Context: an optimization exercise on an open-source flow, tuned for a short achievable clock period and few clock cycles. The choices shown serve that exercise and are no tape-out recipe.
The RTL was checked by simulation tests, not by an equivalence proof against the original design.
Power figures rest on the tool's default switching activity, not on a simulated workload.

File: flow/config.mk
export PLATFORM = sky130hd
export DESIGN_NAME = mips_core
export DESIGN_NICKNAME = mips_core
export VERILOG_FILES = /design/flow/design.v
export SDC_FILE = /design/flow/constraint.sdc
export NUM_CORES = 4
export LEC_CHECK = 0
export CAP_MARGIN = 20
export CORE_MARGIN = 2
export CORE_UTILIZATION = 25
export PLACE_DENSITY = 0.4
export SLEW_MARGIN = 20
export TNS_END_PERCENT = 100
File: flow/constraint.sdc
create_clock -name core_clock -period 10.0 [get_ports {clk}]
set_input_delay 2.0000 -clock core_clock [delete_from_list [all_inputs] [get_ports {clk}]]
set_output_delay 2.0000 -clock core_clock [all_outputs]
set_load 0.01 [all_outputs]
File: flow/flow/run.sh
#!/bin/bash
set -euo pipefail
export BUFFER_PORTS_ARGS="-buffer_cell sky130_fd_sc_hd__buf_6"
bash standard.sh SETUP_SLACK_MARGIN=7 ADDER_MAP_FILE= finish > standard.log 2>&1
File: flow/design.v
`timescale 1ns/10ps
package mips_pkg;
    localparam int XLEN       = 32;
    localparam int REG_ADDR_W = 5;
    localparam int NUM_REGS   = 32;
    localparam int DMEM_WORDS = 32;
    localparam int DMEM_AW    = $clog2(DMEM_WORDS);   
    localparam logic [XLEN-1:0] RESET_PC = '0;
    localparam logic [5:0] OP_RTYPE = 6'h00;
    localparam logic [5:0] OP_J     = 6'h02;
    localparam logic [5:0] OP_BEQ   = 6'h04;
    localparam logic [5:0] OP_BNE   = 6'h05;
    localparam logic [5:0] OP_ADDI  = 6'h08;
    localparam logic [5:0] OP_LUI   = 6'h0f;
    localparam logic [5:0] OP_LW    = 6'h23;
    localparam logic [5:0] OP_SW    = 6'h2b;
    localparam logic [5:0] FN_SYSCALL = 6'h0c;
    localparam logic [5:0] FN_ADD     = 6'h20;
    localparam logic [5:0] FN_SUB     = 6'h22;
    localparam logic [5:0] FN_AND     = 6'h24;
    localparam logic [5:0] FN_OR      = 6'h25;
    localparam logic [5:0] FN_SLT     = 6'h2a;
    localparam logic [2:0] ALU_ADD = 3'd0;   
    localparam logic [2:0] ALU_SUB = 3'd1;
    localparam logic [2:0] ALU_AND = 3'd2;
    localparam logic [2:0] ALU_OR  = 3'd3;
    localparam logic [2:0] ALU_SLT = 3'd4;
    localparam logic [2:0] ALU_LUI = 3'd5;
    localparam int CTRL_W       = 15;
    localparam int C_SYSCALL    = 0;
    localparam int C_WADDR      = 1;    
    localparam int C_RF_WEN     = 6;
    localparam int C_MEM_WRITE  = 7;
    localparam int C_MEM_READ   = 8;
    localparam int C_OVF_CHECK  = 9;    
    localparam int C_IMM_SIGNED = 10;
    localparam int C_USE_IMM    = 11;   
    localparam int C_ALU_OP     = 12;   
    localparam int IF_ID_W  = 2*XLEN;                           
    localparam int ID_EX_W  = CTRL_W + 2*XLEN + 16 + REG_ADDR_W;  
    localparam int EX_MEM_W = CTRL_W + 2*XLEN;                  
    localparam int MEM_WB_W = CTRL_W + XLEN;                    
endpackage
`timescale 1ns/10ps
module pipe_reg #(
    parameter int WIDTH = 1   
) (
    input  logic             clk,
    input  logic             rst,
    input  logic             hold,
    input  logic             flush,
    input  logic [WIDTH-1:0] d,
    output logic [WIDTH-1:0] q
);
    always_ff @(posedge clk or posedge rst) begin
        if (rst)
            q <= '0;
        else if (flush)
            q <= '0;
        else if (!hold)
            q <= d;
    end
endmodule
`timescale 1ns/10ps
import mips_pkg::*;
module fetch_unit (
    input  logic                      clk,
    input  logic                      rst,
    input  logic                      stall,
    input  logic                      is_beq,
    input  logic                      is_bne,
    input  logic                      is_jump,
    input  logic [mips_pkg::XLEN-1:0] rs_val,
    input  logic [mips_pkg::XLEN-1:0] rt_val,
    input  logic [15:0]               imm,
    input  logic [25:0]               jump_index,
    input  logic [mips_pkg::XLEN-1:0] pc_plus_4_id,
    output logic [mips_pkg::XLEN-1:0] imem_addr,
    output logic [mips_pkg::XLEN-1:0] pc_plus_4,
    output logic                      redirect
);
    logic [XLEN-1:0] pc;
    logic [XLEN-1:0] branch_target, jump_target, next_pc;
    logic            taken;
    assign taken    = (is_beq && rs_val == rt_val) || (is_bne && rs_val != rt_val);
    assign redirect = !stall && (taken || is_jump);   
    assign branch_target = pc_plus_4_id + {{14{imm[15]}}, imm, 2'b00};
    assign jump_target   = {pc_plus_4_id[31:28], jump_index, 2'b00};   
    assign pc_plus_4 = pc + 32'd4;
    assign imem_addr = pc;
    always_comb begin
        if (!redirect)
            next_pc = pc_plus_4;
        else if (is_jump)
            next_pc = jump_target;
        else
            next_pc = branch_target;
    end
    always_ff @(posedge clk or posedge rst) begin
        if (rst)
            pc <= RESET_PC;
        else if (!stall)
            pc <= next_pc;   
    end
endmodule
`timescale 1ns/10ps
import mips_pkg::*;
module control_unit (
    input  logic [mips_pkg::XLEN-1:0]   inst,
    output logic [mips_pkg::CTRL_W-1:0] ctrl,
    output logic                        is_beq,
    output logic                        is_bne,
    output logic                        is_jump
);
    logic [5:0]            opcode;
    logic [5:0]            funct;
    logic [REG_ADDR_W-1:0] dest;
    assign opcode = inst[31:26];
    assign funct  = inst[5:0];
    always_comb begin
        ctrl    = '0;   
        is_beq  = 1'b0;
        is_bne  = 1'b0;
        is_jump = 1'b0;
        dest    = inst[20:16];   
        case (opcode)
            OP_RTYPE: begin
                dest = inst[15:11];   
                case (funct)
                    FN_ADD: begin
                        ctrl[C_ALU_OP +: 3]  = ALU_ADD;
                        ctrl[C_OVF_CHECK]    = 1'b1;
                        ctrl[C_RF_WEN]       = 1'b1;
                    end
                    FN_SUB: begin
                        ctrl[C_ALU_OP +: 3]  = ALU_SUB;
                        ctrl[C_OVF_CHECK]    = 1'b1;
                        ctrl[C_RF_WEN]       = 1'b1;
                    end
                    FN_AND: begin
                        ctrl[C_ALU_OP +: 3]  = ALU_AND;
                        ctrl[C_RF_WEN]       = 1'b1;
                    end
                    FN_OR: begin
                        ctrl[C_ALU_OP +: 3]  = ALU_OR;
                        ctrl[C_RF_WEN]       = 1'b1;
                    end
                    FN_SLT: begin
                        ctrl[C_ALU_OP +: 3]  = ALU_SLT;
                        ctrl[C_RF_WEN]       = 1'b1;
                    end
                    FN_SYSCALL: ctrl[C_SYSCALL] = 1'b1;
                    default: ;
                endcase
            end
            OP_ADDI: begin
                ctrl[C_USE_IMM]    = 1'b1;
                ctrl[C_IMM_SIGNED] = 1'b1;
                ctrl[C_OVF_CHECK]  = 1'b1;
                ctrl[C_RF_WEN]     = 1'b1;
            end
            OP_LUI: begin
                ctrl[C_ALU_OP +: 3] = ALU_LUI;   
                ctrl[C_USE_IMM]     = 1'b1;
                ctrl[C_RF_WEN]      = 1'b1;
            end
            OP_LW: begin
                ctrl[C_USE_IMM]    = 1'b1;   
                ctrl[C_IMM_SIGNED] = 1'b1;
                ctrl[C_MEM_READ]   = 1'b1;
                ctrl[C_RF_WEN]     = 1'b1;
            end
            OP_SW: begin
                ctrl[C_USE_IMM]    = 1'b1;
                ctrl[C_IMM_SIGNED] = 1'b1;
                ctrl[C_MEM_WRITE]  = 1'b1;
            end
            OP_BEQ:  is_beq  = 1'b1;
            OP_BNE:  is_bne  = 1'b1;
            OP_J:    is_jump = 1'b1;
            default: ;
        endcase
        ctrl[C_WADDR +: REG_ADDR_W] = dest;
        if (dest == '0)
            ctrl[C_RF_WEN] = 1'b0;   
    end
endmodule
`timescale 1ns/10ps
import mips_pkg::*;
module reg_file (
    input  logic                            clk,
    input  logic                            rst,
    input  logic                            wen,
    input  logic [mips_pkg::REG_ADDR_W-1:0] waddr,
    input  logic [mips_pkg::XLEN-1:0]       wdata,
    input  logic [mips_pkg::REG_ADDR_W-1:0] raddr0,
    input  logic [mips_pkg::REG_ADDR_W-1:0] raddr1,
    output logic [mips_pkg::XLEN-1:0]       rdata0,
    output logic [mips_pkg::XLEN-1:0]       rdata1
);
    logic [XLEN-1:0] regs [NUM_REGS];
    always_ff @(posedge clk or posedge rst) begin
        if (rst) begin
            for (int i = 0; i < NUM_REGS; i++)
                regs[i] <= '0;   
        end else if (wen) begin
            regs[waddr] <= wdata;
        end
    end
    assign rdata0 = regs[raddr0];
    assign rdata1 = regs[raddr1];
endmodule
`timescale 1ns/10ps
import mips_pkg::*;
module hazard_forward (
    input  logic [mips_pkg::REG_ADDR_W-1:0] rs_id,
    input  logic [mips_pkg::REG_ADDR_W-1:0] rt_id,
    input  logic [mips_pkg::CTRL_W-1:0]     ex_ctrl,
    input  logic [mips_pkg::CTRL_W-1:0]     mem_ctrl,
    input  logic [mips_pkg::CTRL_W-1:0]     wb_ctrl,
    input  logic [mips_pkg::XLEN-1:0]       rf_rdata0,
    input  logic [mips_pkg::XLEN-1:0]       rf_rdata1,
    input  logic [mips_pkg::XLEN-1:0]       ex_result,
    input  logic [mips_pkg::XLEN-1:0]       mem_result,
    input  logic [mips_pkg::XLEN-1:0]       wb_data,
    output logic                            stall,
    output logic [mips_pkg::XLEN-1:0]       rs_val,
    output logic [mips_pkg::XLEN-1:0]       rt_val
);
    logic                  ex_wen, mem_wen, wb_wen;
    logic [REG_ADDR_W-1:0] ex_waddr, mem_waddr, wb_waddr;
    assign ex_wen    = ex_ctrl[C_RF_WEN];
    assign mem_wen   = mem_ctrl[C_RF_WEN];
    assign wb_wen    = wb_ctrl[C_RF_WEN];
    assign ex_waddr  = ex_ctrl[C_WADDR +: REG_ADDR_W];
    assign mem_waddr = mem_ctrl[C_WADDR +: REG_ADDR_W];
    assign wb_waddr  = wb_ctrl[C_WADDR +: REG_ADDR_W];
    assign stall = ex_ctrl[C_MEM_READ] && ex_wen &&
                   (ex_waddr == rs_id || ex_waddr == rt_id);
    always_comb begin
        if (ex_wen && ex_waddr == rs_id)
            rs_val = ex_result;   
        else if (mem_wen && mem_waddr == rs_id)
            rs_val = mem_result;
        else if (wb_wen && wb_waddr == rs_id)
            rs_val = wb_data;     
        else
            rs_val = rf_rdata0;
        if (ex_wen && ex_waddr == rt_id)
            rt_val = ex_result;
        else if (mem_wen && mem_waddr == rt_id)
            rt_val = mem_result;
        else if (wb_wen && wb_waddr == rt_id)
            rt_val = wb_data;
        else
            rt_val = rf_rdata1;
    end
endmodule
`timescale 1ns/10ps
import mips_pkg::*;
module alu (
    input  logic [mips_pkg::CTRL_W-1:0] ctrl,
    input  logic [mips_pkg::XLEN-1:0]   rs_val,
    input  logic [mips_pkg::XLEN-1:0]   rt_val,
    input  logic [15:0]                 imm,
    output logic [mips_pkg::XLEN-1:0]   result,
    output logic                        overflow
);
    logic [XLEN-1:0] op_b, sum, diff;
    logic            add_ovf, sub_ovf;
    logic [2:0]      alu_op;
    assign alu_op = ctrl[C_ALU_OP +: 3];
    always_comb begin
        if (!ctrl[C_USE_IMM])
            op_b = rt_val;
        else if (ctrl[C_IMM_SIGNED])
            op_b = {{(XLEN-16){imm[15]}}, imm};
        else
            op_b = {{(XLEN-16){1'b0}}, imm};
    end
    assign sum  = rs_val + op_b;
    assign diff = rs_val - op_b;
    assign add_ovf  = (rs_val[XLEN-1] == op_b[XLEN-1]) && (sum[XLEN-1] != rs_val[XLEN-1]);
    assign sub_ovf  = (rs_val[XLEN-1] != op_b[XLEN-1]) && (diff[XLEN-1] != rs_val[XLEN-1]);
    assign overflow = ctrl[C_OVF_CHECK] && ((alu_op == ALU_SUB) ? sub_ovf : add_ovf);
    always_comb begin
        case (alu_op)
            ALU_SUB: result = diff;
            ALU_AND: result = rs_val & op_b;
            ALU_OR:  result = rs_val | op_b;
            ALU_SLT: result = {{(XLEN-1){1'b0}}, $signed(rs_val) < $signed(op_b)};
            ALU_LUI: result = {imm, 16'b0};
            default: result = sum;   
        endcase
    end
endmodule
`timescale 1ns/10ps
import mips_pkg::*;
module data_memory (
    input  logic                      clk,
    input  logic                      mem_read,
    input  logic                      mem_write,
    input  logic [mips_pkg::XLEN-1:0] addr,
    input  logic [mips_pkg::XLEN-1:0] wdata,
    output logic [mips_pkg::XLEN-1:0] rdata,
    output logic [mips_pkg::XLEN-1:0] load_or_alu
);
    logic [XLEN-1:0]    mem [DMEM_WORDS];
    logic [DMEM_AW-1:0] idx;
    assign idx = addr[DMEM_AW+1:2];   
    always_ff @(posedge clk) begin
        if (mem_write)
            mem[idx] <= wdata;
    end
    assign rdata       = mem[idx];
    assign load_or_alu = mem_read ? rdata : addr;   
endmodule
`timescale 1ns/10ps
import mips_pkg::*;
module mips_core (
    input  logic                            clk,
    input  logic                            rst,
    input  logic [mips_pkg::XLEN-1:0]       imem_inst,
    output logic [mips_pkg::XLEN-1:0]       imem_addr,
    output logic                            wb_en,
    output logic [mips_pkg::REG_ADDR_W-1:0] wb_addr,
    output logic [mips_pkg::XLEN-1:0]       wb_data,
    output logic                            overflow,
    output logic                            syscall
);
    localparam int NBTB = 8;
    logic        rst_q;
    logic [31:2] pc;
    logic [NBTB-1:0]         btb_v;
    logic [11:2]             btb_tag [NBTB];
    logic [11:2]             btb_tgt [NBTB];
    logic [$clog2(NBTB)-1:0] btb_ptr;
    logic        v_d;
    logic [31:0] ir;
    logic [31:2] pc_d, pcp4_d;
    logic        pred_d;       
    logic [31:0] rs_oh_d, rt_oh_d;
    logic        e_wen;        
    logic [4:0]  e_rd;
    logic        e_ovfchk, e_sys, e_beq, e_bne, e_jmp, e_sw;
    logic        e_sel_and, e_sel_or, e_sel_slt, e_sel_ld;
    logic        e_inv;        
    logic        e_fa, e_fb, e_fst;   
    logic        e_c_nn, e_c_fn, e_c_nf, e_c_nfi, e_c_ff;
    logic        e_r_nn, e_r_fn, e_r_nf, e_r_nfi, e_r_ff;
    logic [31:0] e_a, e_b, e_st;   
    logic        e_pred, e_btbhit;
    logic [31:2] e_alt, e_tgt, e_pc;
    logic [4:0]  e_idx;        
    logic        w_wen;
    logic [4:0]  w_rd;
    logic [31:0] w_data;       
    logic [31:0] w_f, w_n;     
    logic [31:1] w_we;         
    logic        w_ovf, w_sys;
    logic        ins_v;
    logic [11:2] ins_pc, ins_tgt;
    logic [31:0] regs [1:31];
    logic [31:0] dmem [DMEM_WORDS];
    logic [31:2]     pc_inc, pc_next;
    logic [NBTB-1:0] btb_hitv;
    logic            btb_hit;
    logic [11:2]     btb_target;
    logic            pc_low;
    assign pc_inc    = pc + 30'd1;
    assign imem_addr = {pc, 2'b00};
    assign pc_low = (pc[31:12] == 20'd0);
    always_comb begin
        btb_target = '0;
        for (int k = 0; k < NBTB; k++) begin
            btb_hitv[k] = btb_v[k] && (btb_tag[k] == pc[11:2]);
            btb_target  = btb_target | ({10{btb_hitv[k]}} & btb_tgt[k]);
        end
    end
    assign btb_hit = pc_low && |btb_hitv;
    logic [31:0] f_rs_oh, f_rt_oh;
    always_comb begin
        f_rs_oh = '0;
        f_rt_oh = '0;
        f_rs_oh[imem_inst[25:21]] = 1'b1;
        f_rt_oh[imem_inst[20:16]] = 1'b1;
    end
    logic [5:0]  op, fn;
    logic [4:0]  rs, rt, rd, dest;
    logic [15:0] imm;
    logic        is_r, r_add, r_sub, r_and, r_or, r_slt, r_sys;
    logic        i_addi, i_lui, i_lw, i_sw, i_beq, i_bne, i_j;
    logic        d_wen, d_inv, d_sum, d_use_rt;
    logic        d_fa, d_fb;
    logic [31:0] rs_rf, rt_rf, rs_val, rt_val;
    logic [31:2] d_tgt, j_tgt;
    logic        d_redirect, d_pred_taken;
    logic        e_mispred;
    assign op   = ir[31:26];
    assign fn   = ir[5:0];
    assign rs   = ir[25:21];
    assign rt   = ir[20:16];
    assign rd   = ir[15:11];
    assign imm  = ir[15:0];
    assign is_r   = (op == OP_RTYPE);
    assign r_add  = is_r && (fn == FN_ADD);
    assign r_sub  = is_r && (fn == FN_SUB);
    assign r_and  = is_r && (fn == FN_AND);
    assign r_or   = is_r && (fn == FN_OR);
    assign r_slt  = is_r && (fn == FN_SLT);
    assign r_sys  = is_r && (fn == FN_SYSCALL);
    assign i_addi = (op == OP_ADDI);
    assign i_lui  = (op == OP_LUI);
    assign i_lw   = (op == OP_LW);
    assign i_sw   = (op == OP_SW);
    assign i_beq  = (op == OP_BEQ);
    assign i_bne  = (op == OP_BNE);
    assign i_j    = (op == OP_J);
    assign dest     = is_r ? rd : rt;
    assign d_wen    = (r_add || r_sub || r_and || r_or || r_slt || i_addi || i_lui || i_lw) &&
                      (dest != 5'd0);
    assign d_inv    = r_sub || r_slt;
    assign d_sum    = r_add || r_sub || i_addi || i_lui;
    assign d_use_rt = is_r || i_beq || i_bne;   
    assign d_fa = !i_lui && e_wen && (e_rd == rs);
    assign d_fb = d_use_rt && e_wen && (e_rd == rt);
    always_comb begin
        rs_rf = '0;
        rt_rf = '0;
        for (int k = 1; k < 32; k++) begin
            rs_rf = rs_rf | ({32{rs_oh_d[k]}} & regs[k]);
            rt_rf = rt_rf | ({32{rt_oh_d[k]}} & regs[k]);
        end
    end
    assign rs_val = (w_wen && w_rd == rs) ? w_data : rs_rf;
    assign rt_val = (w_wen && w_rd == rt) ? w_data : rt_rf;
    logic [6:0]  d_ea;
    logic        stall;
    assign d_ea  = rs_val[6:0] + imm[6:0];
    assign stall = v_d && (i_lw || i_sw) && e_wen && (e_rd == rs);   
    assign d_tgt        = pcp4_d + {{14{imm[15]}}, imm};
    assign j_tgt        = {pcp4_d[31:28], ir[25:0]};
    assign d_pred_taken = pred_d || i_j || ((i_beq || i_bne) && imm[15]);   
    assign d_redirect   = v_d && !pred_d && (i_j || ((i_beq || i_bne) && imm[15]));   
    logic [31:0] a, b, st, result, ld_data, other;
    logic [31:0] s_nn, s_fn, s_nf, s_nfi, s_ff;
    logic        o_nn, o_fn, o_nf, o_nfi, o_ff;
    logic        ovf, lt, eq, taken;
    assign s_nn  = e_a + e_b + {31'd0, e_inv};
    assign s_fn  = w_f + e_b + {31'd0, e_inv};
    assign s_nf  = e_a + w_f;
    assign s_nfi = e_a + w_n + 32'd1;
    assign s_ff  = e_inv ? 32'd0 : {w_f[30:0], 1'b0};   
    assign o_nn  = (e_a[31] == e_b[31]) && (s_nn[31] != e_a[31]);
    assign o_fn  = (w_f[31] == e_b[31]) && (s_fn[31] != w_f[31]);
    assign o_nf  = (e_a[31] == w_f[31]) && (s_nf[31] != e_a[31]);
    assign o_nfi = (e_a[31] == w_n[31]) && (s_nfi[31] != e_a[31]);
    assign o_ff  = !e_inv && (w_f[31] != w_f[30]);
    assign ovf = (e_c_nn && o_nn) || (e_c_fn && o_fn) || (e_c_nf && o_nf) ||
                 (e_c_nfi && o_nfi) || (e_c_ff && o_ff);
    assign lt  = (e_c_nn  && (s_nn[31]  ^ o_nn))  || (e_c_fn && (s_fn[31] ^ o_fn)) ||
                 (e_c_nf  && (s_nf[31]  ^ o_nf))  ||
                 (e_c_nfi && (s_nfi[31] ^ o_nfi)) || (e_c_ff && (s_ff[31] ^ o_ff));
    assign a  = e_fa  ? w_f : e_a;
    assign b  = e_fb  ? w_f : e_b;   
    assign st = e_fst ? w_f : e_st;
    always_comb begin
        if (e_fa && e_fb)
            eq = 1'b1;
        else if (e_fa)
            eq = (w_f == e_b);
        else if (e_fb)
            eq = (e_a == w_f);
        else
            eq = (e_a == e_b);
    end
    assign ld_data = dmem[e_idx];
    assign other  = ({32{e_sel_and}} & (a & b)) |
                    ({32{e_sel_or}}  & (a | b)) |
                    ({32{e_sel_ld}}  & ld_data) |
                    {31'd0, e_sel_slt && lt};
    assign result = ({32{e_r_nn}}  & s_nn)  | ({32{e_r_fn}} & s_fn) |
                    ({32{e_r_nf}}  & s_nf)  | ({32{e_r_nfi}} & s_nfi) |
                    ({32{e_r_ff}}  & s_ff)  | other;
    assign taken     = (e_beq && eq) || (e_bne && !eq);
    assign e_mispred = (e_beq || e_bne) && (taken != e_pred);
    always_comb begin
        if (e_mispred)
            pc_next = e_alt;
        else if (stall)
            pc_next = pc;   
        else if (d_redirect)
            pc_next = i_j ? j_tgt : d_tgt;
        else if (btb_hit)
            pc_next = {20'd0, btb_target};
        else
            pc_next = pc_inc;
    end
    always_ff @(posedge clk or posedge rst) begin
        if (rst) begin
            rst_q    <= 1'b1;
            pc       <= '0;
            v_d      <= 1'b0;
            e_wen    <= 1'b0;
            e_ovfchk <= 1'b0;
            e_sys    <= 1'b0;
            e_beq    <= 1'b0;
            e_bne    <= 1'b0;
            e_jmp    <= 1'b0;
            e_sw     <= 1'b0;
            w_wen    <= 1'b0;
            w_ovf    <= 1'b0;
            w_sys    <= 1'b0;
            ins_v    <= 1'b0;
        end else begin
            rst_q <= 1'b0;
            pc    <= pc_next;
            v_d   <= !e_mispred && (stall || !d_redirect);
            e_wen    <= v_d && !e_mispred && !stall && d_wen;
            e_ovfchk <= v_d && !e_mispred && !stall && (r_add || r_sub || i_addi);
            e_sys    <= v_d && !e_mispred && !stall && r_sys;
            e_beq    <= v_d && !e_mispred && !stall && i_beq;
            e_bne    <= v_d && !e_mispred && !stall && i_bne;
            e_jmp    <= v_d && !e_mispred && !stall && i_j;
            e_sw     <= v_d && !e_mispred && !stall && i_sw;
            w_wen <= e_wen;
            w_ovf <= e_ovfchk && ovf;
            w_sys <= e_sys;
            ins_v <= !e_btbhit && (e_jmp || taken) &&
                     (e_pc[31:12] == 20'd0) && (e_tgt[31:12] == 20'd0);
        end
    end
    always_ff @(posedge clk) begin
        if (rst_q)
            btb_v <= '0;
        else if (ins_v)
            btb_v[btb_ptr] <= 1'b1;
    end
    always_ff @(posedge clk) begin
        if (!stall) begin
            ir      <= imem_inst;
            pc_d    <= pc;
            pcp4_d  <= pc_inc;
            pred_d  <= btb_hit;
            rs_oh_d <= f_rs_oh;
            rt_oh_d <= f_rt_oh;
        end
        e_rd      <= dest;
        e_sel_and <= r_and;
        e_sel_or  <= r_or;
        e_sel_slt <= r_slt;
        e_sel_ld  <= i_lw;
        e_inv     <= d_inv;
        e_fa      <= d_fa;
        e_fb      <= d_fb;
        e_fst     <= i_sw && e_wen && (e_rd == rt);
        e_c_nn    <= !d_fa && !d_fb;
        e_c_fn    <=  d_fa && !d_fb;
        e_c_nf    <= !d_fa &&  d_fb && !d_inv;
        e_c_nfi   <= !d_fa &&  d_fb &&  d_inv;
        e_c_ff    <=  d_fa &&  d_fb;
        e_r_nn    <= d_sum && !d_fa && !d_fb;
        e_r_fn    <= d_sum &&  d_fa && !d_fb;
        e_r_nf    <= d_sum && !d_fa &&  d_fb && !d_inv;
        e_r_nfi   <= d_sum && !d_fa &&  d_fb &&  d_inv;
        e_r_ff    <= d_sum &&  d_fa &&  d_fb;
        e_a       <= i_lui ? 32'd0 : rs_val;
        if (d_use_rt)
            e_b <= d_inv ? ~rt_val : rt_val;
        else if (i_lui)
            e_b <= {imm, 16'd0};
        else
            e_b <= {{16{imm[15]}}, imm};
        e_st      <= rt_val;
        e_pred    <= d_pred_taken;
        e_btbhit  <= pred_d;
        e_alt     <= d_pred_taken ? pcp4_d : d_tgt;
        e_tgt     <= i_j ? j_tgt : d_tgt;
        e_pc      <= pc_d;
        e_idx     <= d_ea[6:2];
        w_rd <= e_rd;
        w_f  <= result;
        w_n  <= ~result;
        if (e_wen)
            w_data <= result;
        for (int k = 1; k < 32; k++)
            w_we[k] <= e_wen && (e_rd == 5'(k));
        if (e_sw)
            dmem[e_idx] <= st;
        ins_pc  <= e_pc[11:2];
        ins_tgt <= e_tgt[11:2];
        if (ins_v) begin
            btb_tag[btb_ptr] <= ins_pc;
            btb_tgt[btb_ptr] <= ins_tgt;
            btb_ptr          <= btb_ptr + 1'b1;
        end
    end
    always_ff @(posedge clk) begin
        for (int k = 1; k < 32; k++)
            if (rst_q)
                regs[k] <= '0;
            else if (w_we[k])
                regs[k] <= w_data;
    end
    assign wb_en    = w_wen;
    assign wb_addr  = w_rd;
    assign wb_data  = w_data;
    assign overflow = w_ovf;
    assign syscall  = w_sys;
endmodule
File: flow/standard.sh
#!/bin/bash
# synth_recipe.tcl (not shown) runs the flow's synth.tcl, then flattens the netlist and writes it again
# the make line also repeats each setting of config.mk as NAME=value (left out here)
make -C /OpenROAD-flow-scripts/flow DESIGN_CONFIG=/design/flow/config.mk WORK_HOME=/design/flow/orfs CLKGATE_MAP_FILE= SYNTH_SCRIPT=/design/flow/synth_recipe.tcl "${@:-finish}"
==> results of run 1 <==
## how the worst max path moves through the flow
stage                           start     endpoint  cells past startpoint  slack, ps
after global placement           e_fb       pc[20]                     12       5020
after detailed placement     e_idx[0]   w_data[30]                      9       5160
after global routing       rs_oh_d[1]     e_idx[4]                     13       6080
after floorplan                w_f[0]   w_data[28]                     13       6560
final                     rs_oh_d[16]     e_idx[4]                     13       6140
after CTS                  w_data[10]  wb_data[10]                      2       6120
## cell usage in the layout (no fill, tap or decap), types with 277 or more instances in the layout
| cell | count |
|---|---|
| a221oi_1 | 279 |
| a22oi_1 | 546 |
| buf_4 | 555 |
| clkbuf_16 | 325 |
| dfxtp_1 | 1222 |
| edfxtp_1 | 1374 |
| mux2i_1 | 1040 |
| nand2_1 | 277 |
| nor2_1 | 1339 |
| xnor2_1 | 314 |
## cell families (layout without fill, tap and decap cells)
| logic type | after synthesis | after routing | share of synthesized area (%) |
|---|---|---|---|
| multiplexers | 1365 | 1365 | 14.2 |
| AND/OR/NAND/NOR | 2403 | 2405 | 8.83 |
| buffers and inverters | 976 | 1574 | 3.13 |
| other | 1 | 13 | 0.00313 |
| AO/OA/AOI/OAI | 1858 | 1858 | 11.8 |
| XOR/XNOR | 497 | 497 | 3.65 |
| flip-flops | 2753 | 2753 | 57.7 |
| adder cells (fa/ha/maj) | 94 | 94 | 0.794 |
## power groups by stage
stage	Sequential, mW	Clock (mW)	Combinational, mW
after global routing	12.9	12.5	3.30
final	12.8	11.9	3.12
after global placement	13.2	0	2.27
after CTS	12.8	12.1	2.91
after floorplan	12.9	0	1.53
after detailed placement	13.2	0	2.25
## state kept, by name, indices dropped and copies added, names as in the netlist, 32 cells and up
signal   flops
dmem      1024
regs       992
btb_tag     80
btb_tgt     80
e_a         32
e_b         32
e_st        32
ir          32
w_data      32
w_f         32
w_n         32
## area by class of cell
class                           count  area (sq um)  area share (%)
Inverter                           64           279           0.187
Sequential cell                  2753         69500            46.5
Clock buffer                      422          8750            5.86
Antenna cell                       10          25.0          0.0168
Timing Repair inverter              1          16.3          0.0109
Timing Repair Buffer              952         11100            7.44
Multi-Input combinational cell   6222         50200            33.6
Tap cell                         6400          8010            5.36
Clock inverter                    135          1570            1.05
## stage by stage
stage	power (mW)	cells	area (sq um)	util [%]	setup slack, ps
2_1_floorplan	14.4	9949	120000	-	6560
3_3_place_gp	15.5	15900	129000	26.9	5020
5_1_grt	28.7	17000	149000	31.3	6080
6_report	27.8	17000	149000	31.3	6140
3_5_place_dp	15.4	15900	129000	26.9	5160
4_1_cts	27.8	16800	147000	30.7	6120
## repair_timing
| item | CTS | global route |
|---|---|---|
| cloned | 63 | 5 |
| setup buffers | 321 | 148 |
| setup endpoints to repair | 1359 | 691 |
| hold buffers | 0 | 0 |
| resized for setup | 818 | 268 |
| pin swaps | 208 | 149 |
## routing by layer
layer	wire, um	share of wire, %
met3	49900	8.5
met4	31500	5.4
met2	263000	45
met1	242000	41
met5	138	0.024
## critical path: stages (launching register included)
cell      delay, ps
edfxtp_1        390
buf_6           220
buf_16          270
a22oi_1         180
nand3_1         160
nor3_4          480
a21oi_2         150
a31oi_1         190
nor2_2           90
maj3_2          350
maj3_2          340
maj3_2          330
maj3_2          320
xnor2_1         130
==> impl_metrics.env, run 1 <==
export IMPL_crit_fanout=14
export IMPL_io_buffers=103
export IMPL_endpoint_kind="register"
export IMPL_max_freq_ghz=0.259
export IMPL_peakVddDrop_mv=0.140
export IMPL_avgViaCountPerCell=5.52
export IMPL_die_area_sq_mm=0.485
export IMPL_wl_per_cell_um=34.6
export IMPL_seqPwrFrac_pct=46.1
export IMPL_tightest_slew_ps=1300
export IMPL_clkPwrFrac_pct=42.6
export IMPL_yosys_area_top_type="edfxtp_1"
export IMPL_ant_nets=0
export IMPL_critical_path_class="register to register"
export IMPL_min_from="e_pc[4]"
export IMPL_yosysTopAreaCellShare_pct=34.5
export IMPL_yosys_warnings=2
export IMPL_die_h_um=696
export IMPL_drtIter0Drc=12700
export IMPL_track_usage_pct=23.2
export IMPL_r2r_slack_ps=6140
export IMPL_use_met3_pct=4.90
export IMPL_grtUsageMet1_pct=30.7
export IMPL_synth_commonest_cells="1,404 x nor2_1, 1,374 x edfxtp_1, 1,336 x dfxtp_1"
export IMPL_outcome="finished clean"
export IMPL_drt_total_wl_um=587000
export IMPL_rsz0062_at_grt="true"
export IMPL_r2r_cells=13
export IMPL_yosysUniqueCellTypes=92
export IMPL_finalSetupViolCount=0
export IMPL_area_delta_synth_final_pct=24.7
export IMPL_fill_cells=47700
export IMPL_num_rows=254
export IMPL_cts_sinks=2753
export IMPL_critPathLaunchType="register"
export IMPL_die_x_um=696
export IMPL_hold_violations=0
export IMPL_hp_class="register to register"
export IMPL_synth_area_per_cell_sq_um=12.0
export IMPL_grt_pass1_vias=89900
export IMPL_synth_edff_count=1374
export IMPL_globalplace_congestion=0.871
export IMPL_drv_cap=0
export IMPL_cts_made_buffers=309
export IMPL_synth_area_sq_mm=0.120
export IMPL_synthArstFlopShare_pct=1.56
export IMPL_synth_seq_cells=2753
export IMPL_critPathRequiredTime_ps=10820
export IMPL_combPwrFrac_pct=11.2
export IMPL_fin_nets=10300
export IMPL_fin_crit_sh_pct=38.6
export IMPL_first_pass_iters=9
export IMPL_p_sw_mw=7.28
export IMPL_reg2reg_to="e_idx[4]"
export IMPL_drcViolationCount=0
export IMPL_io_pins=106
export IMPL_cts_buffer_depth=4
export IMPL_core_area_sq_mm=0.478
export IMPL_clk_latency_ps=990
export IMPL_whs_path_depth=0
export IMPL_dp_hpwl_um=319000
export IMPL_cp_arrival_ps=4680
export IMPL_netlist_instances=9947
export IMPL_relSlewSlack_pct=13.5
export IMPL_hold_end="ins_pc[4]"
export IMPL_hold_ws_ps=320
export IMPL_met2_usage_pct=36.5
export IMPL_synthFlopType="edfxtp_1"
export IMPL_grt_pass1_wl_um=786000
export IMPL_fin_skew_ps=56.0
export IMPL_grt_busiest_layer="met2"
export IMPL_antenna_found_initial=27
export IMPL_internal_power_mw=20.6
export IMPL_start_util_pct=25.1
export IMPL_switching_share_pct=26.2
export IMPL_grt_max_degree=202
export IMPL_p_per_area_mw_per_mm2=186
export IMPL_synth_area_top_cells="edfxtp_1 34%, dfxtp_1 22%, mux2i_1 8.7%, mux4_2 4.8%, nor2_1 4.4%"
export IMPL_root_buffer="clkbuf_16"
export IMPL_overflow=0
export IMPL_h_tree_depth=5
export IMPL_vias=93600
export IMPL_clk_pin_slew_worst_paths_ps=60
export IMPL_fin_setup_tns_ps=0
export IMPL_slew_violations=0
export IMPL_drive_above_1_share_pct=22.7
export IMPL_ys_seq_area_share_pct=57.7
export IMPL_worstReg2RegStart="rs_oh_d[16]"
export IMPL_synth_most_common_cell="nor2_1"
export IMPL_cts_tree="yes"
export IMPL_period_needed_ps=3860
export IMPL_power_leakage_nw=49.4
Testbench counts, summed over its fixed seeds: cycles 64,509.
==> run 2, diff against run 1 <==
--- a/flow/design.v
+++ b/flow/design.v
@@ -258,40 +258,22 @@
 endmodule
 `timescale 1ns/10ps
-import mips_pkg::*;
-module alu (
-    input  logic [mips_pkg::CTRL_W-1:0] ctrl,
-    input  logic [mips_pkg::XLEN-1:0]   rs_val,
-    input  logic [mips_pkg::XLEN-1:0]   rt_val,
-    input  logic [15:0]                 imm,
-    output logic [mips_pkg::XLEN-1:0]   result,
-    output logic                        overflow
+module add_w #(
+    parameter int W = 32
+) (
+    input  logic [W-1:0] a,
+    input  logic [W-1:0] b,
+    input  logic         cin,
+    output logic [W-1:0] sum
 );
-    logic [XLEN-1:0] op_b, sum, diff;
-    logic            add_ovf, sub_ovf;
-    logic [2:0]      alu_op;
-    assign alu_op = ctrl[C_ALU_OP +: 3];
-    always_comb begin
-        if (!ctrl[C_USE_IMM])
-            op_b = rt_val;
-        else if (ctrl[C_IMM_SIGNED])
-            op_b = {{(XLEN-16){imm[15]}}, imm};
-        else
-            op_b = {{(XLEN-16){1'b0}}, imm};
-    end
-    assign sum  = rs_val + op_b;
-    assign diff = rs_val - op_b;
-    assign add_ovf  = (rs_val[XLEN-1] == op_b[XLEN-1]) && (sum[XLEN-1] != rs_val[XLEN-1]);
-    assign sub_ovf  = (rs_val[XLEN-1] != op_b[XLEN-1]) && (diff[XLEN-1] != rs_val[XLEN-1]);
-    assign overflow = ctrl[C_OVF_CHECK] && ((alu_op == ALU_SUB) ? sub_ovf : add_ovf);
-    always_comb begin
-        case (alu_op)
-            ALU_SUB: result = diff;
-            ALU_AND: result = rs_val & op_b;
-            ALU_OR:  result = rs_val | op_b;
-            ALU_SLT: result = {{(XLEN-1){1'b0}}, $signed(rs_val) < $signed(op_b)};
-            ALU_LUI: result = {imm, 16'b0};
-            default: result = sum;   
-        endcase
-    end
+    assign sum = a + b + {{(W-1){1'b0}}, cin};
+endmodule
+module eq_w #(
+    parameter int W = 32
+) (
+    input  logic [W-1:0] a,
+    input  logic [W-1:0] b,
+    output logic         eq
+);
+    assign eq = (a == b);
 endmodule
 `timescale 1ns/10ps
@@ -336,8 +318,13 @@
     logic [11:2]             btb_tgt [NBTB];
     logic [$clog2(NBTB)-1:0] btb_ptr;
+    logic [3:0]              btb_cnt  [NBTB];
+    logic [3:0]              btb_trip [NBTB];
+    logic [NBTB-1:0]         btb_tv;
     logic        v_d;
     logic [31:0] ir;
     logic [31:2] pc_d, pcp4_d;
     logic        pred_d;       
+    logic        hit_d;        
+    logic [$clog2(NBTB)-1:0] bidx_d;
     logic [31:0] rs_oh_d, rt_oh_d;
     logic        e_wen;        
@@ -351,13 +338,18 @@
     logic [31:0] e_a, e_b, e_st;   
     logic        e_pred, e_btbhit;
+    logic [$clog2(NBTB)-1:0] e_bidx;
     logic [31:2] e_alt, e_tgt, e_pc;
     logic [4:0]  e_idx;        
     logic        w_wen;
     logic [4:0]  w_rd;
+    logic [31:0] w_f;          
+    logic [31:0] w_n;          
+    logic [31:0] w_g;          
     logic [31:0] w_data;       
-    logic [31:0] w_f, w_n;     
     logic [31:1] w_we;         
     logic        w_ovf, w_sys;
     logic        ins_v;
+    logic        upd_v, upd_taken;   
+    logic [$clog2(NBTB)-1:0] upd_idx;
     logic [11:2] ins_pc, ins_tgt;
     logic [31:0] regs [1:31];
@@ -365,18 +357,24 @@
     logic [31:2]     pc_inc, pc_next;
     logic [NBTB-1:0] btb_hitv;
-    logic            btb_hit;
+    logic            btb_hit, btb_any;
+    logic [NBTB-1:0] btb_exit;
+    logic [$clog2(NBTB)-1:0] btb_idx;
     logic [11:2]     btb_target;
     logic            pc_low;
-    assign pc_inc    = pc + 30'd1;
+    add_w #(.W(30)) add_pc (.a(pc), .b(30'd0), .cin(1'b1), .sum(pc_inc));
     assign imem_addr = {pc, 2'b00};
     assign pc_low = (pc[31:12] == 20'd0);
     always_comb begin
         btb_target = '0;
+        btb_idx    = '0;
         for (int k = 0; k < NBTB; k++) begin
             btb_hitv[k] = btb_v[k] && (btb_tag[k] == pc[11:2]);
+            btb_exit[k] = btb_tv[k] && (btb_cnt[k] == btb_trip[k]);
             btb_target  = btb_target | ({10{btb_hitv[k]}} & btb_tgt[k]);
+            btb_idx     = btb_idx | ({$clog2(NBTB){btb_hitv[k]}} & $clog2(NBTB)'(k));
         end
     end
-    assign btb_hit = pc_low && |btb_hitv;
+    assign btb_any = pc_low && |btb_hitv;
+    assign btb_hit = pc_low && |(btb_hitv & ~btb_exit);   
     logic [31:0] f_rs_oh, f_rt_oh;
     always_comb begin
@@ -437,22 +435,23 @@
     logic [6:0]  d_ea;
     logic        stall;
-    assign d_ea  = rs_val[6:0] + imm[6:0];
+    add_w #(.W(7)) add_ea (.a(rs_val[6:0]), .b(imm[6:0]), .cin(1'b0), .sum(d_ea));
     assign stall = v_d && (i_lw || i_sw) && e_wen && (e_rd == rs);   
-    assign d_tgt        = pcp4_d + {{14{imm[15]}}, imm};
+    add_w #(.W(30)) add_tgt (.a(pcp4_d), .b({{14{imm[15]}}, imm}), .cin(1'b0), .sum(d_tgt));
     assign j_tgt        = {pcp4_d[31:28], ir[25:0]};
-    assign d_pred_taken = pred_d || i_j || ((i_beq || i_bne) && imm[15]);   
-    assign d_redirect   = v_d && !pred_d && (i_j || ((i_beq || i_bne) && imm[15]));   
+    assign d_pred_taken = pred_d || (!hit_d && (i_j || ((i_beq || i_bne) && imm[15])));
+    assign d_redirect   = v_d && !pred_d && !hit_d &&
+                          (i_j || ((i_beq || i_bne) && imm[15]));   
     logic [31:0] a, b, st, result, ld_data, other;
     logic [31:0] s_nn, s_fn, s_nf, s_nfi, s_ff;
     logic        o_nn, o_fn, o_nf, o_nfi, o_ff;
     logic        ovf, lt, eq, taken;
-    assign s_nn  = e_a + e_b + {31'd0, e_inv};
-    assign s_fn  = w_f + e_b + {31'd0, e_inv};
-    assign s_nf  = e_a + w_f;
-    assign s_nfi = e_a + w_n + 32'd1;
+    add_w add_nn  (.a(e_a), .b(e_b), .cin(e_inv), .sum(s_nn));
+    add_w add_fn  (.a(w_f), .b(e_b), .cin(e_inv), .sum(s_fn));
+    add_w add_nf  (.a(e_a), .b(w_g), .cin(1'b0),  .sum(s_nf));
+    add_w add_nfi (.a(e_a), .b(w_n), .cin(1'b1),  .sum(s_nfi));
     assign s_ff  = e_inv ? 32'd0 : {w_f[30:0], 1'b0};   
     assign o_nn  = (e_a[31] == e_b[31]) && (s_nn[31] != e_a[31]);
     assign o_fn  = (w_f[31] == e_b[31]) && (s_fn[31] != w_f[31]);
-    assign o_nf  = (e_a[31] == w_f[31]) && (s_nf[31] != e_a[31]);
+    assign o_nf  = (e_a[31] == w_g[31]) && (s_nf[31] != e_a[31]);
     assign o_nfi = (e_a[31] == w_n[31]) && (s_nfi[31] != e_a[31]);
     assign o_ff  = !e_inv && (w_f[31] != w_f[30]);
@@ -462,16 +461,20 @@
                  (e_c_nf  && (s_nf[31]  ^ o_nf))  ||
                  (e_c_nfi && (s_nfi[31] ^ o_nfi)) || (e_c_ff && (s_ff[31] ^ o_ff));
-    assign a  = e_fa  ? w_f : e_a;
-    assign b  = e_fb  ? w_f : e_b;   
-    assign st = e_fst ? w_f : e_st;
+    assign a  = e_fa  ? w_g : e_a;
+    assign b  = e_fb  ? w_g : e_b;   
+    assign st = e_fst ? w_g : e_st;
+    logic eq_nn, eq_fn, eq_nf;
+    eq_w cmp_nn (.a(e_a), .b(e_b), .eq(eq_nn));
+    eq_w cmp_fn (.a(w_g), .b(e_b), .eq(eq_fn));
+    eq_w cmp_nf (.a(e_a), .b(w_g), .eq(eq_nf));
     always_comb begin
         if (e_fa && e_fb)
             eq = 1'b1;
         else if (e_fa)
-            eq = (w_f == e_b);
+            eq = eq_fn;
         else if (e_fb)
-            eq = (e_a == w_f);
+            eq = eq_nf;
         else
-            eq = (e_a == e_b);
+            eq = eq_nn;
     end
     assign ld_data = dmem[e_idx];
@@ -479,8 +482,8 @@
                     ({32{e_sel_or}}  & (a | b)) |
                     ({32{e_sel_ld}}  & ld_data) |
-                    {31'd0, e_sel_slt && lt};
+                    ({32{e_r_ff}}    & s_ff);
     assign result = ({32{e_r_nn}}  & s_nn)  | ({32{e_r_fn}} & s_fn) |
                     ({32{e_r_nf}}  & s_nf)  | ({32{e_r_nfi}} & s_nfi) |
-                    ({32{e_r_ff}}  & s_ff)  | other;
+                    other | {31'd0, e_sel_slt && lt};
     assign taken     = (e_beq && eq) || (e_bne && !eq);
     assign e_mispred = (e_beq || e_bne) && (taken != e_pred);
@@ -513,4 +516,5 @@
             w_sys    <= 1'b0;
             ins_v    <= 1'b0;
+            upd_v    <= 1'b0;
         end else begin
             rst_q <= 1'b0;
@@ -527,4 +531,5 @@
             w_ovf <= e_ovfchk && ovf;
             w_sys <= e_sys;
+            upd_v <= e_btbhit && (e_beq || e_bne);
             ins_v <= !e_btbhit && (e_jmp || taken) &&
                      (e_pc[31:12] == 20'd0) && (e_tgt[31:12] == 20'd0);
@@ -532,8 +537,14 @@
     end
     always_ff @(posedge clk) begin
-        if (rst_q)
-            btb_v <= '0;
-        else if (ins_v)
-            btb_v[btb_ptr] <= 1'b1;
+        if (rst_q) begin
+            btb_v  <= '0;
+        end else begin
+            if (upd_v && !upd_taken)
+                btb_tv[upd_idx] <= 1'b1;
+            if (ins_v) begin
+                btb_v[btb_ptr]  <= 1'b1;
+                btb_tv[btb_ptr] <= 1'b0;
+            end
+        end
     end
     always_ff @(posedge clk) begin
@@ -543,4 +554,6 @@
             pcp4_d  <= pc_inc;
             pred_d  <= btb_hit;
+            hit_d   <= btb_any;
+            bidx_d  <= btb_idx;
             rs_oh_d <= f_rs_oh;
             rt_oh_d <= f_rt_oh;
@@ -574,5 +587,6 @@
         e_st      <= rt_val;
         e_pred    <= d_pred_taken;
-        e_btbhit  <= pred_d;
+        e_btbhit  <= hit_d;
+        e_bidx    <= bidx_d;
         e_alt     <= d_pred_taken ? pcp4_d : d_tgt;
         e_tgt     <= i_j ? j_tgt : d_tgt;
@@ -582,6 +596,6 @@
         w_f  <= result;
         w_n  <= ~result;
-        if (e_wen)
-            w_data <= result;
+        w_g    <= e_wen ? result : '1;
+        w_data <= e_wen ? result : '0;
         for (int k = 1; k < 32; k++)
             w_we[k] <= e_wen && (e_rd == 5'(k));
@@ -590,7 +604,18 @@
         ins_pc  <= e_pc[11:2];
         ins_tgt <= e_tgt[11:2];
+        upd_idx   <= e_bidx;
+        upd_taken <= taken;
+        if (upd_v) begin
+            if (upd_taken) begin
+                btb_cnt[upd_idx] <= btb_cnt[upd_idx] + 4'd1;
+            end else begin
+                btb_trip[upd_idx] <= btb_cnt[upd_idx];
+                btb_cnt[upd_idx]  <= 4'd0;
+            end
+        end
         if (ins_v) begin
             btb_tag[btb_ptr] <= ins_pc;
             btb_tgt[btb_ptr] <= ins_tgt;
+            btb_cnt[btb_ptr] <= 4'd1;
             btb_ptr          <= btb_ptr + 1'b1;
         end
==> flow/flow/run.sh (replaced) <==
#!/bin/bash
set -euo pipefail
here=$(pwd)
{
  echo "include $here/config.mk"
  echo "export DONT_USE_CELLS = sky130_fd_sc_hd__maj3_1 sky130_fd_sc_hd__maj3_2 sky130_fd_sc_hd__maj3_4"
} > "$here/config_run.mk"
export BUFFER_PORTS_ARGS="-buffer_cell sky130_fd_sc_hd__buf_6"
bash standard.sh DESIGN_CONFIG="$here/config_run.mk" SETUP_SLACK_MARGIN=7 ADDER_MAP_FILE= finish > standard.log 2>&1
--- a/flow/config.mk
+++ b/flow/config.mk
@@ -8,6 +8,7 @@
 export CAP_MARGIN = 20
 export CORE_MARGIN = 2
-export CORE_UTILIZATION = 25
-export PLACE_DENSITY = 0.4
+export CORE_UTILIZATION = 40
+export PLACE_DENSITY = 0.6
 export SLEW_MARGIN = 20
+export SYNTH_HIERARCHICAL = 1
 export TNS_END_PERCENT = 100
==> impl_metrics.env, run 2 <==
export IMPL_fin_nets=11900
export IMPL_cts_sinks=2869
export IMPL_synth_area_per_cell_sq_um=11.5
export IMPL_drcViolationCount=0
export IMPL_p_per_area_mw_per_mm2=185
export IMPL_die_h_um=576
export IMPL_ant_nets=0
export IMPL_dp_slack_ps=5290
export IMPL_area_delta_synth_final_pct=23.3
export IMPL_cts_made_buffers=307
export IMPL_first_pass_iters=15
export IMPL_drt_total_wl_um=594000
export IMPL_track_usage_pct=34.1
export IMPL_met2_length_um=240000
export IMPL_crit_fanout=4
export IMPL_grt_max_degree=225
export IMPL_cp_arrival_ps=4460
export IMPL_grt_pass1_wl_um=807000
export IMPL_max_freq_ghz=0.274
export IMPL_power_leakage_nw=52.7
export IMPL_synth_area_sq_mm=0.131
export IMPL_setup_ws_ps=6350
export IMPL_crit_slowest_cell="dfxtp_4"
export IMPL_fin_skew_ps=75.9
export IMPL_start_util_pct=40.1
export IMPL_root_buffer="clkbuf_16"
export IMPL_num_rows=210
export IMPL_core_area_sq_mm=0.327
export IMPL_wl_met3_um=85300
export IMPL_stdcell_area_sq_mm=0.162
export IMPL_max_flop_register="dmem"
export IMPL_cpMostUsedCell="buf_12"
export IMPL_cts_tree="yes"
export IMPL_critical_path_class="register to register"
export IMPL_largest_register_ffs=1024
export IMPL_critPathLaunchType="register"
export IMPL_vias=109000
export IMPL_antenna_found_initial=25
export IMPL_io_buffers=103
export IMPL_fin_crit_sh_pct=36.5
export IMPL_h_tree_depth=5
export IMPL_rsz0062_at_grt="true"
export IMPL_reg_largest_list="dmem x1024, regs x992"
export IMPL_clk_pin_slew_worst_paths_ps=60
export IMPL_io_pins=106
export IMPL_critPathRequiredTime_ps=10810
export IMPL_dpl_cell_area_sq_mm=0.137
export IMPL_power_mw=29.9
export IMPL_die_area_sq_mm=0.332
export IMPL_hold_ws_ps=315
export IMPL_clk_latency_ps=1000
export IMPL_wl_per_cell_um=36.0
export IMPL_relSlewSlack_pct=9.01
export IMPL_routed_top_layer="met5"
export IMPL_tightest_slew_ps=1360
export IMPL_peakVddDrop_mv=0.186
export IMPL_drive_above_1_share_pct=24.3
export IMPL_fin_setup_tns_ps=0
export IMPL_hp_class="register to register"
export IMPL_slew_violations=0
export IMPL_dp_hpwl_um=338000
export IMPL_hold_violations=0
export IMPL_yosys_warnings=8
export IMPL_critPathMaxStageDelay_ps=370
export IMPL_drv_cap=0
export IMPL_grt_pass1_vias=101000
export IMPL_wl_met1_um=220000
export IMPL_overflow=0
export IMPL_mostFrequentLayoutCells="1,515 x nor2_1, 1,386 x edfxtp_1, 1,248 x dfxtp_1"
export IMPL_die_x_um=576
export IMPL_drtIter0Drc=19600
export IMPL_globalplace_congestion=0.983
export IMPL_finalSetupViolCount=0
export IMPL_avgViaCountPerCell=6.63
export IMPL_period_needed_ps=3650
export IMPL_crit_chain="buf_12 -> buf_12 -> xnor2_4 -> nor4_4 -> a41oi_4 -> a21oi_4 -> a41oi_4 -> buf_12 -> o41ai_4 -> xnor2_2 -> a22oi_2 -> nand2_1 -> a21oi_2 -> o21ai_1 -> a221oi_2 -> nand2_1"
export IMPL_outcome="finished clean"
export IMPL_endpoint_kind="register"
export IMPL_netlist_instances=11400
export IMPL_layout_commonest_cell="nor2_1"
export IMPL_cts_buffer_depth=4
[run 2: cell types whose count changed in the layout (fill, tap and decap cells not counted), sizes merged, moves of 48 or more]
cell / previous run / this run
conb: 3 / 130
nor2: 1404 / 1584
inv: 72 / 186
buf: 914 / 986
o221ai: 18 / 100
maj3: 94 / 0
dfxtp: 1336 / 1439
a21oi: 188 / 413
xor2: 145 / 255
nand2: 300 / 364
a31oi: 32 / 116
nand3: 126 / 188
nor2b: 17 / 65
[run 2: metrics by stage]
stage          cells  utilization, %
2_1_floorplan  11500               -
3_3_place_gp   15300            42.0
3_5_place_dp   15300            42.1
4_1_cts        16300            48.4
5_1_grt        16500            49.4
6_report       16500            49.5
[run 2: routing by layer]
layer	track usage (%)	vias up
met5	0	-
met2	47.8	8861
met3	12.0	2556
li1	-	43800
met4	22.1	16
met1	44.4	54100
[run 2: cell type report]
cell class	count	area, sq um
clock inverters	129	1530
repair buffers	1032	12000
flip-flops and latches	2869	72100
clock buffers	423	8650
diodes	22	55.1
repair inverters	1	5.00
fillers	28200	165000
inverters	177	684
well taps	4346	5440
multi-input cells	7491	61100
[run 2: report_power, final]
group          switching [mW]  internal (mW)
sequential              0.574           12.9
combinational            2.69           2.03
clock                    5.04           6.67
[run 2: what timing repair did]
action,in CTS,in global routing
resized for setup,1303,458
hold buffers,0,0
pin swaps,261,184
setup buffers,377,142
setup endpoints to repair,1751,638
cloned,53,15
[run 2: worst max-delay path: cells and delay by family, from the launching register on]
kind                      cells  cell delay (ps)
DFF                           1              370
xor gates and xnor gates      2              290
and+or+nand+nor               3              540
buffers and inverters         3              470
AOI/OAI and AO/OA             8             1800
[run 2: path summary, 6_finish.rpt]
| check | from | to | slack (ps) | cells past startpoint |
|---|---|---|---|---|
| setup / recovery | e_a[4] | w_g[30] | 6350 | 16 |
| hold reg to reg | e_tgt[11] | ins_tgt[11] | 320 | 0 |
| max in group asynchronous | rst | w_wen | 8160 | 3 |
| hold / removal | e_tgt[11] | ins_tgt[11] | 320 | 0 |
| min in group asynchronous | rst | pc[27] | 1220 | 3 |
| setup reg to reg | e_a[4] | w_g[30] | 6350 | 16 |
Testbench counts of run 2, summed over its fixed seeds: cycles 63,505.
==> run 3, diff against run 2 <==
--- a/flow/design.v
+++ b/flow/design.v
@@ -331,8 +331,9 @@
     logic [4:0]  e_rd;
     logic        e_ovfchk, e_sys, e_beq, e_bne, e_jmp, e_sw;
-    logic        e_sel_and, e_sel_or, e_sel_slt, e_sel_ld;
+    logic        e_sel_and, e_sel_or, e_sel_ld;
     logic        e_inv;        
     logic        e_fa, e_fb, e_fst;   
     logic        e_c_nn, e_c_fn, e_c_nf, e_c_nfi, e_c_ff;
+    logic        e_l_nn, e_l_fn, e_l_nfi;
     logic        e_r_nn, e_r_fn, e_r_nf, e_r_nfi, e_r_ff;
     logic [31:0] e_a, e_b, e_st;   
@@ -439,7 +440,6 @@
     add_w #(.W(30)) add_tgt (.a(pcp4_d), .b({{14{imm[15]}}, imm}), .cin(1'b0), .sum(d_tgt));
     assign j_tgt        = {pcp4_d[31:28], ir[25:0]};
-    assign d_pred_taken = pred_d || (!hit_d && (i_j || ((i_beq || i_bne) && imm[15])));
-    assign d_redirect   = v_d && !pred_d && !hit_d &&
-                          (i_j || ((i_beq || i_bne) && imm[15]));   
+    assign d_pred_taken = pred_d || i_j;
+    assign d_redirect   = v_d && !pred_d && i_j;   
     logic [31:0] a, b, st, result, ld_data, other;
     logic [31:0] s_nn, s_fn, s_nf, s_nfi, s_ff;
@@ -458,7 +458,7 @@
     assign ovf = (e_c_nn && o_nn) || (e_c_fn && o_fn) || (e_c_nf && o_nf) ||
                  (e_c_nfi && o_nfi) || (e_c_ff && o_ff);
-    assign lt  = (e_c_nn  && (s_nn[31]  ^ o_nn))  || (e_c_fn && (s_fn[31] ^ o_fn)) ||
-                 (e_c_nf  && (s_nf[31]  ^ o_nf))  ||
-                 (e_c_nfi && (s_nfi[31] ^ o_nfi)) || (e_c_ff && (s_ff[31] ^ o_ff));
+    assign lt  = (e_l_nn  && ((e_a[31] == e_b[31]) ? e_a[31] : s_nn[31])) ||
+                 (e_l_fn  && ((w_f[31] == e_b[31]) ? w_f[31] : s_fn[31])) ||
+                 (e_l_nfi && ((e_a[31] == w_n[31]) ? e_a[31] : s_nfi[31]));
     assign a  = e_fa  ? w_g : e_a;
     assign b  = e_fb  ? w_g : e_b;   
@@ -485,5 +485,5 @@
     assign result = ({32{e_r_nn}}  & s_nn)  | ({32{e_r_fn}} & s_fn) |
                     ({32{e_r_nf}}  & s_nf)  | ({32{e_r_nfi}} & s_nfi) |
-                    other | {31'd0, e_sel_slt && lt};
+                    other | {31'd0, lt};
     assign taken     = (e_beq && eq) || (e_bne && !eq);
     assign e_mispred = (e_beq || e_bne) && (taken != e_pred);
@@ -494,5 +494,5 @@
             pc_next = pc;   
         else if (d_redirect)
-            pc_next = i_j ? j_tgt : d_tgt;
+            pc_next = j_tgt;
         else if (btb_hit)
             pc_next = {20'd0, btb_target};
@@ -562,5 +562,4 @@
         e_sel_and <= r_and;
         e_sel_or  <= r_or;
-        e_sel_slt <= r_slt;
         e_sel_ld  <= i_lw;
         e_inv     <= d_inv;
@@ -573,4 +572,7 @@
         e_c_nfi   <= !d_fa &&  d_fb &&  d_inv;
         e_c_ff    <=  d_fa &&  d_fb;
+        e_l_nn    <= r_slt && !d_fa && !d_fb;
+        e_l_fn    <= r_slt &&  d_fa && !d_fb;
+        e_l_nfi   <= r_slt && !d_fa &&  d_fb;
         e_r_nn    <= d_sum && !d_fa && !d_fb;
         e_r_fn    <= d_sum &&  d_fa && !d_fb;
==> impl_metrics.env, run 3 <==
export IMPL_cts_sinks=2871
export IMPL_vias=110000
export IMPL_ant_nets=0
export IMPL_slew_violations=0
export IMPL_num_rows=210
export IMPL_r2r_cells=15
export IMPL_grt_max_degree=195
export IMPL_critPathMaxStageDelay_ps=450
export IMPL_root_buffer="clkbuf_16"
export IMPL_tightest_slew_ps=1370
export IMPL_path_buf_inv=2
export IMPL_crit_fanout=2
export IMPL_die_h_um=577
export IMPL_fin_setup_tns_ps=0
export IMPL_io_pins=106
export IMPL_cts_buffer_depth=4
export IMPL_antenna_found_initial=24
export IMPL_multi_input_area_sq_mm=0.0617
export IMPL_globalplace_congestion=0.960
export IMPL_overflow=0
export IMPL_fill_cells=28000
export IMPL_power_leakage_nw=53.5
export IMPL_hold_buffers=0
export IMPL_drive_above_1_share_pct=25.9
export IMPL_reg_largest_list="dmem x1024, regs x992"
export IMPL_h_tree_depth=5
export IMPL_largest_register_ffs=1024
export IMPL_synth_area_per_cell_sq_um=11.5
export IMPL_reg2reg_to="w_g[0]"
export IMPL_first_pass_iters=22
export IMPL_netlist_instances=11400
export IMPL_cts_made_buffers=309
export IMPL_path_delay_family="flip-flops"
export IMPL_finalSetupViolCount=0
export IMPL_clk_latency_ps=930
export IMPL_area_delta_synth_final_pct=25.1
export IMPL_fin_nets=12100
export IMPL_cp_arrival_ps=1620
export IMPL_cts_tree="yes"
export IMPL_critical_path_class="register to output port"
export IMPL_wl_per_cell_um=35.3
export IMPL_outcome="finished clean"
export IMPL_grt_pass1_vias=103000
export IMPL_max_flop_register="dmem"
export IMPL_drt_total_wl_um=589000
export IMPL_relSlewSlack_pct=8.68
export IMPL_fin_crit_sh_pct=36.2
export IMPL_regArea_sq_mm=0.0722
export IMPL_period_needed_ps=3620
export IMPL_fin_skew_ps=44.0
export IMPL_whs_path_depth=0
export IMPL_die_x_um=577
export IMPL_yosys_warnings=8
export IMPL_mostFrequentLayoutCells="1,485 x nor2_1, 1,386 x edfxtp_1, 1,242 x dfxtp_1"
export IMPL_synth_area_sq_mm=0.131
export IMPL_track_usage_pct=33.9
export IMPL_core_area_sq_mm=0.327
export IMPL_crit_slowest_cell="dfxtp_4"
export IMPL_peakVddDrop_mv=0.157
export IMPL_r2r_slack_ps=6480
export IMPL_drv_cap=0
export IMPL_crit_chain="buf_12 -> buf_8"
export IMPL_critPathLaunchType="register"
export IMPL_endpoint_kind="output port"
export IMPL_drcViolationCount=0
export IMPL_min_from="e_tgt[4]"
export IMPL_hold_violations=0
export IMPL_die_area_sq_mm=0.333
export IMPL_dp_hpwl_um=313000
export IMPL_cp_startpoint="w_data[17]"
export IMPL_critPathRequiredTime_ps=8000
export IMPL_hp_class="register to register"
export IMPL_drtIter0Drc=18700
export IMPL_hold_end="ins_tgt[4]"
export IMPL_p_per_area_mw_per_mm2=182
export IMPL_rsz0062_at_grt="true"
export IMPL_grt_pass1_wl_um=805000
export IMPL_max_freq_ghz=0.276
export IMPL_clk_pin_slew_worst_paths_ps=60
export IMPL_avgViaCountPerCell=6.62
export IMPL_start_util_pct=40.1
export IMPL_io_buffers=103
export IMPL_layout_commonest_cell="nor2_1"
export IMPL_power_mw=30.0
export IMPL_worstReg2RegStart="e_a[4]"
run 3: cell count changes in the layout (fill, tap and decap cells not counted), sizes merged, moves of 23 or more:
cell,delta
a21oi,-32
a22oi,-37
a31oi,+28
buf,+95
o21ai,+29
or3,+23
xor2,+30
run 3: area by class of cell:
cell class,instances,share of cell area (%)
repair buffers,1144,8.27
well taps,4346,3.31
multi-input cells,7549,37.6
inverters,184,0.431
flip-flops and latches,2871,44.0
clock buffers,415,5.28
clock inverters,152,1.08
diodes,18,0.0274
run 3: worst max-delay path by stage:
stage,endpoint,cells after the start
6_report,wb_data[17],2
5_1_grt,w_g[19],19
4_1_cts,wb_data[17],2
3_5_place_dp,dmem[19][1],5
3_3_place_gp,w_f[18],7
2_1_floorplan,e_alt[31],9
run 3: timing repair:
action / in CTS / in global routing
pin swaps: 294 / 225
setup endpoints to repair: 1578 / 419
gates cloned: 74 / 13
buffers inserted: 466 / 170
gates resized for setup: 1380 / 571
run 3: power breakdown:
part	total, mW	internal, mW	switching [mW]	leakage (nW)
Combinational	4.59	2.04	2.55	25.5
Sequential	13.4	12.9	0.557	23.0
Clock	11.9	6.88	5.05	5.09
Total	30.0	21.8	8.16	53.5
run 3: metrics by stage:
step           worst slack [ps]  hold slack (ps)  instance area [sq um]  cells  util [%]
2_1_floorplan              6530              310                 132000  11500         -
3_3_place_gp               5230              310                 137000  15400      42.0
3_5_place_dp               5190              313                 137000  15400      42.0
4_1_cts                    6340              316                 160000  16500      48.9
5_1_grt                    6330              323                 164000  16700      50.2
6_report                   6380              322                 164000  16700      50.2
run 3: per-layer routing:
metal  wire [um]  vias to the layer above  global-route usage, %
li1            -                    44300                      -
met1      218000                    54900                   44.0
met2      241000                     8794                   48.0
met3       79300                     2416                   10.9
met4       50400                       22                   22.6
met5         277                        -                      0
Testbench counts of run 3, summed over its fixed seeds: cycles 63,619.

## separate check: timing with driven ports
How much do the figures lean on ideal ports? The routed layouts below were timed once more, with nothing changed but the port constraints. Step 1: set_driving_cell puts a clkbuf_16 on clk and a buf_2 on each other input, an assumption about the parent block. Step 2 times the ports against the registers' clock, not the clock port: input delays grow and output delays shrink by t, the midpoint of the rising clock arrivals with the driver on. Slacks: ideal ports / drivers / drivers and shift; pairs: ideal ports / drivers.
| run | t, ns | setup WS [ns] | clock arrival spread, ns | worst slew at a driven data input, ns |
|---|---|---|---|---|
| run 1 | 1.065 | 6.136 / 6.076 / 6.136 | 0.063 / 0.063 | 0.13 |
| run 2 | 1.050 | 6.350 / 6.273 / 6.350 | 0.079 / 0.079 | 0.21 |
| run 3 | 1.010 | 6.377 / 6.280 / 6.482 | 0.051 / 0.051 | 0.24 |
After both steps setup and hold are still met in every run listed.
